Source: an optimization exercise on an open RTL-to-GDS flow (aim: small area and a short achievable clock period). Production flows keep margins and buffers that such runs may drop. In this exercise RTL edits were held to simulation tests only and were not proved equivalent to the original.

==> v25 <==
==> flow/design.v <==
package spi_pkg;
    localparam int addr_w    = 7;     
    localparam int data_w    = 8;
    localparam int mem_depth = 128;   
    localparam int cnt_w     = 5;     
    localparam int pos_w     = 3;                     
    localparam int ring_len  = 1 << pos_w;            
    localparam int n_rings   = mem_depth / ring_len;  
endpackage
`timescale 1ns/1ps
module spi_input_sync (
    input  logic clkedge,
    input  logic rst,
    input  logic sclk,
    input  logic cs,
    input  logic mosi,
    output logic cs_active,    
    output logic sclk_rise,    
    output logic mosi_s        
);
    logic [1:0] sclk_ff;
    logic [1:0] cs_ff;
    logic [1:0] mosi_ff;
    logic       sclk_d;        
    always_ff @(posedge clkedge) begin
        if (rst) begin
            cs_ff <= 2'b11;    
        end else begin
            cs_ff <= {cs_ff[0], cs};
        end
    end
    always_ff @(posedge clkedge) begin
        sclk_ff <= {sclk_ff[0], sclk};
        mosi_ff <= {mosi_ff[0], mosi};
        sclk_d  <= sclk_ff[1];
    end
    assign cs_active = ~cs_ff[1];
    assign sclk_rise = sclk_ff[1] & ~sclk_d & cs_active;
    assign mosi_s    = mosi_ff[1];
endmodule
`timescale 1ns/1ps
module spi_shift_reg (
    input  logic                          clkedge,
    input  logic                          sclk_rise,
    input  logic                          mosi_s,
    input  logic [spi_pkg::cnt_w-1:0]     rcnt,
    input  logic                          rd_load,    
    input  logic [spi_pkg::data_w-1:0]    rd_data,
    output logic [spi_pkg::addr_w-1:0]    addr,
    output logic [spi_pkg::data_w-1:0]    sr,
    output logic                          miso
);
    always_ff @(posedge clkedge) begin
        if (sclk_rise && rcnt < 5'd7) begin
            addr <= {addr[spi_pkg::addr_w-2:0], mosi_s};
        end
    end
    always_ff @(posedge clkedge) begin
        if (sclk_rise && rcnt >= 5'd8 && rcnt < 5'd16) begin
            sr <= {sr[spi_pkg::data_w-2:0], mosi_s};
        end else if (rd_load) begin
            sr <= rd_data;
        end
    end
    assign miso = sr[spi_pkg::data_w-1];
endmodule
`timescale 1ns/1ps
module spi_ctrl_fsm (
    input  logic                       clkedge,
    input  logic                       rst,
    input  logic                       cs_active,
    input  logic                       sclk_rise,
    input  logic                       mosi_s,
    input  logic                       wr_done,    
    output logic [spi_pkg::cnt_w-1:0]  rcnt,       
    output logic                       wr_pend,    
    output logic                       miso_oe
);
    logic rw;    
    wire in_data = (rcnt >= 5'd8) && (rcnt < 5'd16);
    always_ff @(posedge clkedge) begin
        if (rst || !cs_active) begin
            rcnt <= '0;                                
        end else if (sclk_rise && rcnt != 5'd16) begin
            rcnt <= rcnt + 1'b1;
        end
    end
    always_ff @(posedge clkedge) begin
        if (sclk_rise && rcnt == 5'd7) begin
            rw <= mosi_s;
        end
    end
    always_ff @(posedge clkedge) begin
        if (rst) begin
            wr_pend <= 1'b0;
        end else if (sclk_rise && rcnt == 5'd15 && !rw) begin
            wr_pend <= 1'b1;
        end else if (wr_done) begin
            wr_pend <= 1'b0;
        end
    end
    always_ff @(posedge clkedge) begin
        if (rst) begin
            miso_oe <= 1'b0;
        end else begin
            miso_oe <= cs_active && rw && in_data;
        end
    end
endmodule
`timescale 1ns/1ps
module spi_data_mem (
    input  logic                          clkedge,
    input  logic [spi_pkg::cnt_w-1:0]     rcnt,
    input  logic                          wr_pend,
    input  logic [spi_pkg::addr_w-1:0]    addr,
    input  logic [spi_pkg::data_w-1:0]    wr_data,
    output logic                          wr_done,
    output logic                          rd_load,
    output logic [spi_pkg::data_w-1:0]    rd_data
);
    localparam int dw = spi_pkg::data_w;
    localparam int pw = spi_pkg::pos_w;
    localparam int nr = spi_pkg::n_rings;
    localparam int rl = spi_pkg::ring_len;
    logic [pw-1:0]    pos;
    logic             hit;
    logic [nr*dw-1:0] heads;
    always_ff @(posedge clkedge) begin
        pos <= pos + 1'b1;           
    end
    assign hit     = (pos == addr[pw-1:0]);
    assign wr_done = wr_pend && hit;
    assign rd_load = hit && (rcnt == 5'd7 || rcnt == 5'd8);
    assign rd_data = heads[addr[spi_pkg::addr_w-1:pw]*dw +: dw];
    for (genvar r = 0; r < nr; r++) begin : g_ring
        logic [rl*dw-1:0] q;         
        wire              we = wr_done && (addr[spi_pkg::addr_w-1:pw] == r);
        always_ff @(posedge clkedge) begin
            q <= {we ? wr_data : q[dw-1:0], q[rl*dw-1:dw]};
        end
        assign heads[r*dw +: dw] = q[dw-1:0];
    end
endmodule
`timescale 1ns/1ps
module spi_memory (
    input  logic clkedge,
    input  logic rst,
    input  logic sclk,
    input  logic cs,        
    input  logic mosi,
    output logic miso,
    output logic miso_oe
);
    logic                       cs_active;
    logic                       sclk_rise;
    logic                       mosi_s;
    logic [spi_pkg::cnt_w-1:0]  rcnt;
    logic                       wr_pend;
    logic                       wr_done;
    logic                       rd_load;
    logic [spi_pkg::addr_w-1:0] addr;
    logic [spi_pkg::data_w-1:0] sr;
    logic [spi_pkg::data_w-1:0] rd_data;
    spi_input_sync u_sync (
        .clkedge   (clkedge),
        .rst       (rst),
        .sclk      (sclk),
        .cs        (cs),
        .mosi      (mosi),
        .cs_active (cs_active),
        .sclk_rise (sclk_rise),
        .mosi_s    (mosi_s)
    );
    spi_ctrl_fsm u_fsm (
        .clkedge   (clkedge),
        .rst       (rst),
        .cs_active (cs_active),
        .sclk_rise (sclk_rise),
        .mosi_s    (mosi_s),
        .wr_done   (wr_done),
        .rcnt      (rcnt),
        .wr_pend   (wr_pend),
        .miso_oe   (miso_oe)
    );
    spi_shift_reg u_shift (
        .clkedge   (clkedge),
        .sclk_rise (sclk_rise),
        .mosi_s    (mosi_s),
        .rcnt      (rcnt),
        .rd_load   (rd_load),
        .rd_data   (rd_data),
        .addr      (addr),
        .sr        (sr),
        .miso      (miso)
    );
    spi_data_mem u_mem (
        .clkedge (clkedge),
        .rcnt    (rcnt),
        .wr_pend (wr_pend),
        .addr    (addr),
        .wr_data (sr),
        .wr_done (wr_done),
        .rd_load (rd_load),
        .rd_data (rd_data)
    );
endmodule
==> flow/run.sh <==
#!/bin/bash
# synth_recipe.tcl (not shown) runs the flow's synth.tcl, then flattens the netlist and writes it again
# the make line also repeats each setting of config.mk as NAME=value (left out here)
make -C /OpenROAD-flow-scripts/flow DESIGN_CONFIG=/design/flow/config.mk WORK_HOME=/design/flow/orfs CLKGATE_MAP_FILE= SYNTH_SCRIPT=/design/flow/synth_recipe.tcl finish
==> flow/config.mk <==
export PLATFORM = sky130hd
export DESIGN_NAME = spi_memory
export DESIGN_NICKNAME = spi_memory
export VERILOG_FILES = /design/flow/design.v
export SDC_FILE = /design/flow/constraint.sdc
export NUM_CORES = 4
export LEC_CHECK = 0
export CAP_MARGIN = 20
export CORE_MARGIN = 2
export CORE_UTILIZATION = 40
export SLEW_MARGIN = 20
==> flow/constraint.sdc <==
create_clock -name core_clock -period 4.0 [get_ports {clkedge}]
set_input_delay 0.8000 -clock core_clock [delete_from_list [all_inputs] [get_ports {clkedge}]]
set_output_delay 0.8000 -clock core_clock [all_outputs]
set_load 0.01 [all_outputs]
==> inputs of v16, as changes to v25 <==
==> flow/design.v (replaced) <==
package spi_pkg;
    localparam int addr_w    = 7;     
    localparam int data_w    = 8;
    localparam int mem_depth = 128;   
    localparam int cnt_w     = 5;     
    localparam int pos_w     = 6;                     
    localparam int ring_len  = 1 << pos_w;            
    localparam int n_rings   = mem_depth / ring_len;  
    localparam int hi_tw     = 3;                     
    localparam int lo_tw     = 4;                     
endpackage
`timescale 1ns/1ps
module spi_input_sync (
    input  logic clkedge,
    input  logic rst,
    input  logic sclk,
    input  logic cs,
    input  logic mosi,
    output logic cs_active,    
    output logic sclk_hi,      
    output logic sclk_rise,    
    output logic sclk_fall,    
    output logic mosi_s        
);
    logic [1:0] sclk_ff;
    logic [1:0] cs_ff;
    logic [1:0] mosi_ff;
    logic       sclk_d;        
    always_ff @(posedge clkedge) begin
        if (rst) begin
            cs_ff <= 2'b11;    
        end else begin
            cs_ff <= {cs_ff[0], cs};
        end
    end
    always_ff @(posedge clkedge) begin
        sclk_ff <= {sclk_ff[0], sclk};
        mosi_ff <= {mosi_ff[0], mosi};
        sclk_d  <= sclk_ff[1];
    end
    assign cs_active = ~cs_ff[1];
    assign sclk_hi   = sclk_d;
    assign sclk_rise = sclk_ff[1] & ~sclk_d & cs_active;
    assign sclk_fall = ~sclk_ff[1] & sclk_d;
    assign mosi_s    = mosi_ff[1];
endmodule
`timescale 1ns/1ps
module spi_shift_reg (
    input  logic                          clkedge,
    input  logic                          sclk_rise,
    input  logic                          sclk_fall,
    input  logic                          mosi_s,
    input  logic [spi_pkg::cnt_w-1:0]     rcnt,
    input  logic                          rw,
    input  logic                          ld_hi,      
    input  logic                          ld_lo,      
    input  logic [spi_pkg::data_w-1:0]    rd_data,
    output logic [spi_pkg::addr_w-1:0]    addr,
    output logic [spi_pkg::data_w-1:0]    sr,
    output logic                          miso
);
    localparam int dw = spi_pkg::data_w;
    logic shift;
    assign shift = (sclk_rise && !rw && rcnt >= 5'd8  && rcnt < 5'd16)
                || (sclk_fall &&  rw && rcnt >= 5'd9  && rcnt < 5'd16);
    always_ff @(posedge clkedge) begin
        if (sclk_rise && rcnt < 5'd7) begin
            addr <= {addr[spi_pkg::addr_w-2:0], mosi_s};
        end
    end
    logic msb_nx;
    assign msb_nx = shift ? sr[dw-2] : (ld_hi ? rd_data[dw-1] : sr[dw-1]);
    always_ff @(posedge clkedge) begin
        sr[dw-1] <= msb_nx;
    end
    always_ff @(posedge clkedge) begin
        miso <= rw && msb_nx;
    end
    always_ff @(posedge clkedge) begin
        if (shift) begin
            sr[dw-2:0] <= {sr[dw-3:0], mosi_s};
        end else if (ld_lo) begin
            sr[dw-2:0] <= rd_data[dw-2:0];
        end
    end
endmodule
`timescale 1ns/1ps
module spi_ctrl_fsm (
    input  logic                       clkedge,
    input  logic                       rst,
    input  logic                       cs_active,
    input  logic                       sclk_rise,
    input  logic                       mosi_s,
    input  logic                       wr_done,    
    input  logic                       rd_any,     
    output logic [spi_pkg::cnt_w-1:0]  rcnt,       
    output logic                       rw,         
    output logic                       wr_take,    
    output logic                       wr_pend,    
    output logic                       miso_oe
);
    wire in_data = (rcnt >= 5'd8) && (rcnt < 5'd16);
    assign wr_take = sclk_rise && rcnt == 5'd15 && !rw;
    always_ff @(posedge clkedge) begin
        if (rst || !cs_active) begin
            rcnt <= '0;                                
        end else if (sclk_rise && rcnt != 5'd16) begin
            rcnt <= rcnt + 1'b1;
        end
    end
    always_ff @(posedge clkedge) begin
        if (sclk_rise && rcnt == 5'd7) begin
            rw <= mosi_s;
        end
    end
    always_ff @(posedge clkedge) begin
        if (wr_take) begin
            wr_pend <= 1'b1;
        end else if (wr_done || rd_any) begin
            wr_pend <= 1'b0;
        end
    end
    always_ff @(posedge clkedge) begin
        if (rst) begin
            miso_oe <= 1'b0;
        end else begin
            miso_oe <= cs_active && rw && in_data;
        end
    end
endmodule
`timescale 1ns/1ps
module spi_data_mem (
    input  logic                          clkedge,
    input  logic [spi_pkg::cnt_w-1:0]     rcnt,
    input  logic                          rw,
    input  logic                          sclk_hi,
    input  logic                          wr_take,
    input  logic                          wr_pend,
    input  logic [spi_pkg::addr_w-1:0]    addr,
    input  logic [spi_pkg::data_w-1:0]    wr_data,
    output logic                          wr_done,
    output logic                          ld_hi,
    output logic                          ld_lo,
    output logic [spi_pkg::data_w-1:0]    rd_data
);
    localparam int aw = spi_pkg::addr_w;
    localparam int dw = spi_pkg::data_w;
    localparam int pw = spi_pkg::pos_w;
    localparam int hw = spi_pkg::hi_tw;
    localparam int lw = spi_pkg::lo_tw;
    localparam int nr = spi_pkg::n_rings;
    localparam int rl = spi_pkg::ring_len;
    localparam int nh = rl >> hw;      
    localparam int nl = rl >> lw;      
    logic [pw-1:0]           pos;
    logic [pw-1:0]           pos_nx;
    logic [aw-1:0]           wa;           
    logic                    wr_armed;     
    logic                    wr_hit;       
    logic [nr*nh-1:0]        taps_hi;
    logic [nr*nl*(dw-1)-1:0] taps_lo;
    logic                    hit_hi;       
    logic                    hit_lo;       
    logic [pw-hw-1:0]        sel_hi;       
    logic [pw-lw-1:0]        sel_lo;       
    logic                    win;
    logic                    win_d;
    logic                    same;
    assign pos_nx = pos + 1'b1;
    always_ff @(posedge clkedge) begin
        pos <= pos_nx;                     
    end
    always_ff @(posedge clkedge) begin
        if (wr_take) begin
            wa <= addr;
        end
    end
    always_ff @(posedge clkedge) begin
        wr_armed <= wr_pend;
        wr_hit   <= (pos_nx == wa[pw-1:0]);
    end
    assign wr_done = wr_pend && wr_armed && wr_hit;
    always_ff @(posedge clkedge) begin
        hit_hi <= (pos_nx[hw-1:0] == addr[hw-1:0]);
        hit_lo <= (pos_nx[lw-1:0] == addr[lw-1:0]);
        sel_hi <= addr[pw-1:hw] - pos_nx[pw-1:hw];
        sel_lo <= addr[pw-1:lw] - pos_nx[pw-1:lw];
        win_d  <= win;
    end
    assign win    = (rcnt == 5'd7) || (rcnt == 5'd8);
    assign same   = wr_done && (wa == addr);
    assign ld_hi  = win && win_d && hit_hi && !same;
    assign ld_lo  = ((win && win_d) || (rcnt == 5'd9 && rw && sclk_hi)) && hit_lo && !same;
    assign rd_data[dw-1]   = taps_hi[{addr[aw-1:pw], sel_hi}];
    assign rd_data[dw-2:0] = taps_lo[{addr[aw-1:pw], sel_lo}*(dw-1) +: dw-1];
    for (genvar r = 0; r < nr; r++) begin : g_ring
        logic [rl*dw-1:0] q;               
        wire              we = wr_done && (wa[aw-1:pw] == r);
        always_ff @(posedge clkedge) begin
            q <= {we ? wr_data : q[dw-1:0], q[rl*dw-1:dw]};
        end
        for (genvar t = 0; t < nh; t++) begin : g_tap_hi
            assign taps_hi[r*nh+t] = q[(t << hw)*dw + dw-1];
        end
        for (genvar t = 0; t < nl; t++) begin : g_tap_lo
            assign taps_lo[(r*nl+t)*(dw-1) +: dw-1] = q[(t << lw)*dw +: dw-1];
        end
    end
endmodule
`timescale 1ns/1ps
module spi_memory (
    input  logic clkedge,
    input  logic rst,
    input  logic sclk,
    input  logic cs,        
    input  logic mosi,
    output logic miso,
    output logic miso_oe
);
    logic                       cs_active;
    logic                       sclk_hi;
    logic                       sclk_rise;
    logic                       sclk_fall;
    logic                       mosi_s;
    logic [spi_pkg::cnt_w-1:0]  rcnt;
    logic                       rw;
    logic                       wr_take;
    logic                       wr_pend;
    logic                       wr_done;
    logic                       ld_hi;
    logic                       ld_lo;
    logic [spi_pkg::addr_w-1:0] addr;
    logic [spi_pkg::data_w-1:0] sr;
    logic [spi_pkg::data_w-1:0] rd_data;
    spi_input_sync u_sync (
        .clkedge   (clkedge),
        .rst       (rst),
        .sclk      (sclk),
        .cs        (cs),
        .mosi      (mosi),
        .cs_active (cs_active),
        .sclk_hi   (sclk_hi),
        .sclk_rise (sclk_rise),
        .sclk_fall (sclk_fall),
        .mosi_s    (mosi_s)
    );
    spi_ctrl_fsm u_fsm (
        .clkedge   (clkedge),
        .rst       (rst),
        .cs_active (cs_active),
        .sclk_rise (sclk_rise),
        .mosi_s    (mosi_s),
        .wr_done   (wr_done),
        .rd_any    (ld_hi || ld_lo),
        .rcnt      (rcnt),
        .rw        (rw),
        .wr_take   (wr_take),
        .wr_pend   (wr_pend),
        .miso_oe   (miso_oe)
    );
    spi_shift_reg u_shift (
        .clkedge   (clkedge),
        .sclk_rise (sclk_rise),
        .sclk_fall (sclk_fall),
        .mosi_s    (mosi_s),
        .rcnt      (rcnt),
        .rw        (rw),
        .ld_hi     (ld_hi),
        .ld_lo     (ld_lo),
        .rd_data   (rd_data),
        .addr      (addr),
        .sr        (sr),
        .miso      (miso)
    );
    spi_data_mem u_mem (
        .clkedge (clkedge),
        .rcnt    (rcnt),
        .rw      (rw),
        .sclk_hi (sclk_hi),
        .wr_take (wr_take),
        .wr_pend (wr_pend),
        .addr    (addr),
        .wr_data (sr),
        .wr_done (wr_done),
        .ld_hi   (ld_hi),
        .ld_lo   (ld_lo),
        .rd_data (rd_data)
    );
endmodule
CTS_CLUSTER_DIAMETER = 100   (was default)
CTS_CLUSTER_SIZE = 30   (was default)
SETUP_SLACK_MARGIN = 2.3   (was default)
==> flow_summary.html <==
<table>
<tr><th>Metric</th><th>Value</th></tr>
<tr><th colspan="2">Global route</th></tr>
<tr><td>Global-route track usage on met2</td><td>0.164</td></tr>
<tr><th colspan="2">Finish</th></tr>
<tr><td>Registers with the most flip-flops</td><td>u_mem.g_ring.q: 1024 flops, u_shift.sr: 8 flops, u_shift.addr: 7 flops</td></tr>
<tr><td>Count of clock-net buffers in the final layout</td><td>roughly 140</td></tr>
<tr><th colspan="2">Critical path</th></tr>
<tr><td>Bufs and invs on worst path</td><td>1</td></tr>
<tr><td>Highest-delay cell along the critical path</td><td>sky130_fd_sc_hd__edfxtp_1</td></tr>
<tr><td>Endpoint of the most critical setup path</td><td>miso</td></tr>
<tr><th colspan="2">Yosys</th></tr>
<tr><td>Share of the synthesized area in compound gates (AO/OA/AOI/OAI)</td><td>0.0105</td></tr>
<tr><td>Fraction of synthesized area in multiplexers</td><td>0.0883</td></tr>
<tr><th colspan="2">Timing</th></tr>
<tr><td>Slew at the pin with the worst max-slew slack</td><td>roughly 1 ns</td></tr>
<tr><th colspan="2">Run status</th></tr>
<tr><td>Status</td><td>finished clean</td></tr>
</table>
the above is filed under v25

==> flow_summary.html <==
<table>
<tr><th>Metric</th><th>Value</th></tr>
<tr><th colspan="2">Run status</th></tr>
<tr><td>Status</td><td>finished clean</td></tr>
<tr><th colspan="2">Critical path</th></tr>
<tr><td>Endpoint of the most critical setup path</td><td>u_shift.sr[5]</td></tr>
<tr><td>Bufs and invs on worst path</td><td>2</td></tr>
<tr><th colspan="2">Finish</th></tr>
<tr><td>Count of clock-net buffers in the final layout</td><td>47</td></tr>
<tr><td>Registers with the most flip-flops</td><td>u_mem.g_ring.q: 1024 flops, u_shift.sr: 8 flops</td></tr>
<tr><th colspan="2">Placement</th></tr>
<tr><td>RD Place Congestion</td><td>about 0.75</td></tr>
<tr><th colspan="2">Yosys</th></tr>
<tr><td>Share of the synthesized area in compound gates (AO/OA/AOI/OAI)</td><td>0.00797</td></tr>
<tr><td>Fraction of synthesized area in multiplexers</td><td>0.0302</td></tr>
<tr><th colspan="2">Global route</th></tr>
<tr><td>Global-route track usage on met2</td><td>0.129</td></tr>
</table>
the above is filed under v16

## what the ideal ports hide
The flow's constraints put no driver on any port. The routed layouts listed below were extracted and timed again, unchanged, in two steps. Step 1 sets driving cells, clkbuf_16 on the clock port and buf_2 on the other inputs (assumed; they add their load-dependent delay and slew). Step 2 also shifts input and output timing later by t, the mid clock arrival at the registers, as if the neighbouring blocks saw the same clock. Three values: no drivers, after step 1, after step 2; two values: the first two.
| run | shift t [ns] | setup slack, ns | worst hold slack (ns) | pins driven straight from the clock port |
|---|---|---|---|---|
| v25 | 0.663 | 0.989 / 0.933 / 1.245 | 0.313 / 0.313 / 0.313 | 1 |
| v16 | 0.644 | 2.164 / 2.114 / 2.018 | 0.314 / 0.314 / 0.314 | 1 |
After both steps setup and hold are still met in every run listed. For v16, which loses most, drivers alone change the setup slack by -0.050 ns; drivers and shift together by -0.146 ns.
